Context: an optimization exercise on an open-source flow, tuned for small area, a short achievable clock period and few clock cycles per item. The choices shown serve that exercise and are no tape-out recipe.
In this exercise RTL edits were held to simulation tests only and were not proved equivalent to the original.
No activity file was given, so power comes from the tool's default toggle rates.

==> flow/design.v (excerpt) <==
module fixed_chunk_free_list
#(
   parameter int MAX_CHUNKS = 256
)(
   input  logic                  clock,
   input  logic                  reset,
   input  logic                  req_valid,
   output logic                  req_ready,
   input  logic [1:0]            req_kind,
   input  logic [OFFSET_W-1:0]   req_byte_offset,
   output logic                  rsp_valid,
   input  logic                  rsp_ready,
   output logic [1:0]            rsp_status,
   output logic [OFFSET_W-1:0]   rsp_chunk_offset,
   input  logic                  csr_psel,
   input  logic                  csr_penable,
   input  logic                  csr_pwrite,
   input  logic [CSR_ADDR_W-1:0] csr_paddr,
   input  logic [CSR_DATA_W-1:0] csr_pwdata,
   output logic [CSR_DATA_W-1:0] csr_prdata,
   output logic                  csr_pready
);
   logic [LENGTH_W-1:0] cfg_buffer_length;
   logic [SHIFT_W-1:0]  cfg_chunk_shift;
   fcfl_csr u_csr (
      .clock       (clock),
      .reset       (reset),
      .csr_psel    (csr_psel),
  ...
Size: about 2,200 flip-flops, roughly 90,000 sq um of cells after synthesis.
clock: 6.0 ns
lec_check: 0
cap_margin: 20
core_margin: 2
core_utilization: 60
cts_cluster_diameter: 60
cts_cluster_size: 30
setup_slack_margin: 3.0
slew_margin: 20
tns_end_percent: 5
run.sh (not shown) runs the stock make flow with config.mk's settings and CLKGATE_MAP_FILE= SYNTH_SCRIPT=/design/flow/synth_recipe.tcl, a recipe that flattens the netlist after the stock synthesis.
The starting point passed the timing, DRC and antenna checks.
Testbench counts at the start, summed over its fixed seeds: cycles 9,640, items 9,624.
Then changed:
- CORE_UTILIZATION: 60 -> 70
- CTS_CLUSTER_DIAMETER: 60 -> 100
After rerunning: First-iteration DRC count rose by 39%. Global-route usage rose by 4.7 points. Synthesized cell count stays the same. Maximum frequency fell by 1.8%. Synthesized area does not change.


== yarrow ==
fixed_chunk_free_list again, from the RTL that the note above started with.
clock: 6.0 ns
lec_check: 0
cap_margin: 20
core_margin: 2
core_utilization: 70
cts_cluster_diameter: 100
cts_cluster_size: 25
setup_slack_margin: 3.0
slew_margin: 20
tns_end_percent: 5
Testbench counts of yarrow, summed over its fixed seeds: cycles 9,640, items 9,624.
For raven, these inputs were changed with respect to yarrow:
Settings: TNS_END_PERCENT no longer set, was 5; CTS_CLUSTER_DIAMETER now 60, was 100; CTS_CLUSTER_SIZE now 30, was 25.
### Flow results
- met3 capacity usage during global routing came out higher on raven than on yarrow.
- raven -> yarrow: area used by sequential logic in the layout flat
- Comparing raven and yarrow, the lower routed wire length was measured on yarrow.
diff inputs: raven => onyx
Settings: a change of CORE_UTILIZATION from 70 to 60.
Notes after the runs:
- Relative area of clock buffers and inverters in the final design essentially unchanged between onyx and raven.
- Re power share of the clock group: raven was lower than onyx.
- For total power draw, onyx and raven come out practically identical.
- The register share of total power on raven is in line with that on onyx.
Changes in garnet relative to onyx:
Settings: CTS_CLUSTER_DIAMETER: 60 -> 100; CORE_UTILIZATION: 60 -> 70.
--- outcome ---
- onyx: PASS, flow complete, no timing, DRC or antenna violations
- garnet finished all stages; the layout is clean.
- Of onyx and garnet, the run reporting the lower deepest level of the CTS H-tree was garnet.
- Taking garnet over onyx, the total number of tap cells ratio works out to 0.824.
- Taking onyx as the reference point, the proportion of final cell area spent on non-clock buffers of garnet falls by 0.57 points.
- Share of the core filled with cells: garnet vs onyx up 9.0 points
- Relative to onyx, post-route standard cell area excluding fillers decreased by 3.8% in garnet.
- The lower share of total power in combinational logic of onyx and garnet is in onyx.
- The maximum clock frequency of garnet is lower than that of onyx.


Setup of run A:
fixed_chunk_free_list again, from the RTL that the note above started with.
Settings: LEC_CHECK=0, CAP_MARGIN=20, CORE_MARGIN=2, CORE_UTILIZATION=70, CTS_CLUSTER_DIAMETER=80, CTS_CLUSTER_SIZE=30, SETUP_SLACK_MARGIN=3.0, SLEW_MARGIN=20, TNS_END_PERCENT=5; clock period 6.0 ns.
Testbench counts of run A, summed over its fixed seeds: cycles 9,640, items 9,624.
[inputs] run B vs run A
Settings: a change of CTS_CLUSTER_DIAMETER from 80 to 60.
--- outcome ---
In run B, number of antenna violations at the first check in global routing is lower than in run A. Routing usage on met3 ended up 0.70 points higher on run B than on run A. Run B ended up with a higher clock-buffer cell count than run A did. Taking run A as the reference, in run B final routed wirelength across all metal layers went up, power share of the clock group went up, design area went up, first-iteration DRC count went up, global-route usage did not really move.
## Diff of input files: run C against run B
Settings: swapping 3.0 for 2.7 in SETUP_SLACK_MARGIN.
--- outcome ---
Taking run B as the reference point, the fraction of cell area in non-clock buffers of run C falls by 1.0 points. [run C] met1 routed wirelength after detailed routing fell 1.0 mm relative to run B. Status: power in the clock group parity (run B, run C). For run C and run B, there was not a single run that failed to finish clean. As of run C, number of vias in the routed layout had fallen by a few percent compared to run B. Run B -> run C: share of synthesized cell area in full adder, half adder and majority cells delta 0, exact match. Area of the multi-input gates: run C < run B. Relative to run B, the final cell area reported for run C is lower. Run C reports a lower global-route usage than run B does. Relative to run B, the initial antenna violation count of run C is higher by 1.

what the ideal ports hide:
No port has a modelled driver above. Below, the same layouts with a new extraction and two added sets of constraints. Step 1 sets driving cells, clkbuf_16 on the clock port and buf_2 on the other inputs (assumed; they add their load-dependent delay and slew). Step 2 also shifts input and output timing later by t, the mid clock arrival at the registers, as if the neighbouring blocks saw the same clock. a / b / c = ideal / step 1 / step 2; a / b = the first two.
run | t, ns | slack for setup (ns) | hold slack, ns | worst setup path after step 2 | worst data-port slew with drivers (ns)
the first run of note 1 | 0.875 | 2.660 / 2.660 / 2.097 | 0.459 / 0.459 / 0.459 | input to register | 0.15
the second run of note 1 | 0.828 | 2.599 / 2.599 / 2.220 | 0.464 / 0.464 / 0.464 | input to register | 0.07
yarrow | 0.823 | 2.473 / 2.473 / 2.007 | 0.462 / 0.462 / 0.462 | input to register | 0.07
raven | 0.893 | 2.629 / 2.629 / 2.072 | 0.461 / 0.461 / 0.461 | input to register | 0.10
onyx | 0.883 | 2.602 / 2.602 / 2.194 | 0.459 / 0.459 / 0.459 | input to register | 0.18
garnet | 0.812 | 2.558 / 2.558 / 2.156 | 0.465 / 0.465 / 0.465 | input to register | 0.10
run A | 0.821 | 2.565 / 2.565 / 2.026 | 0.465 / 0.465 / 0.465 | input to register | 0.07
run B | 0.881 | 2.579 / 2.579 / 1.780 | 0.463 / 0.463 / 0.463 | input to register | 0.06
run C | 0.871 | 2.451 / 2.431 / 1.657 | 0.462 / 0.462 / 0.462 | input to register | 0.07
After both steps setup and hold are still met in every run listed. The setup slack of run B, which loses most, moves by 0.000 ns with the drivers and by -0.799 ns with both steps.
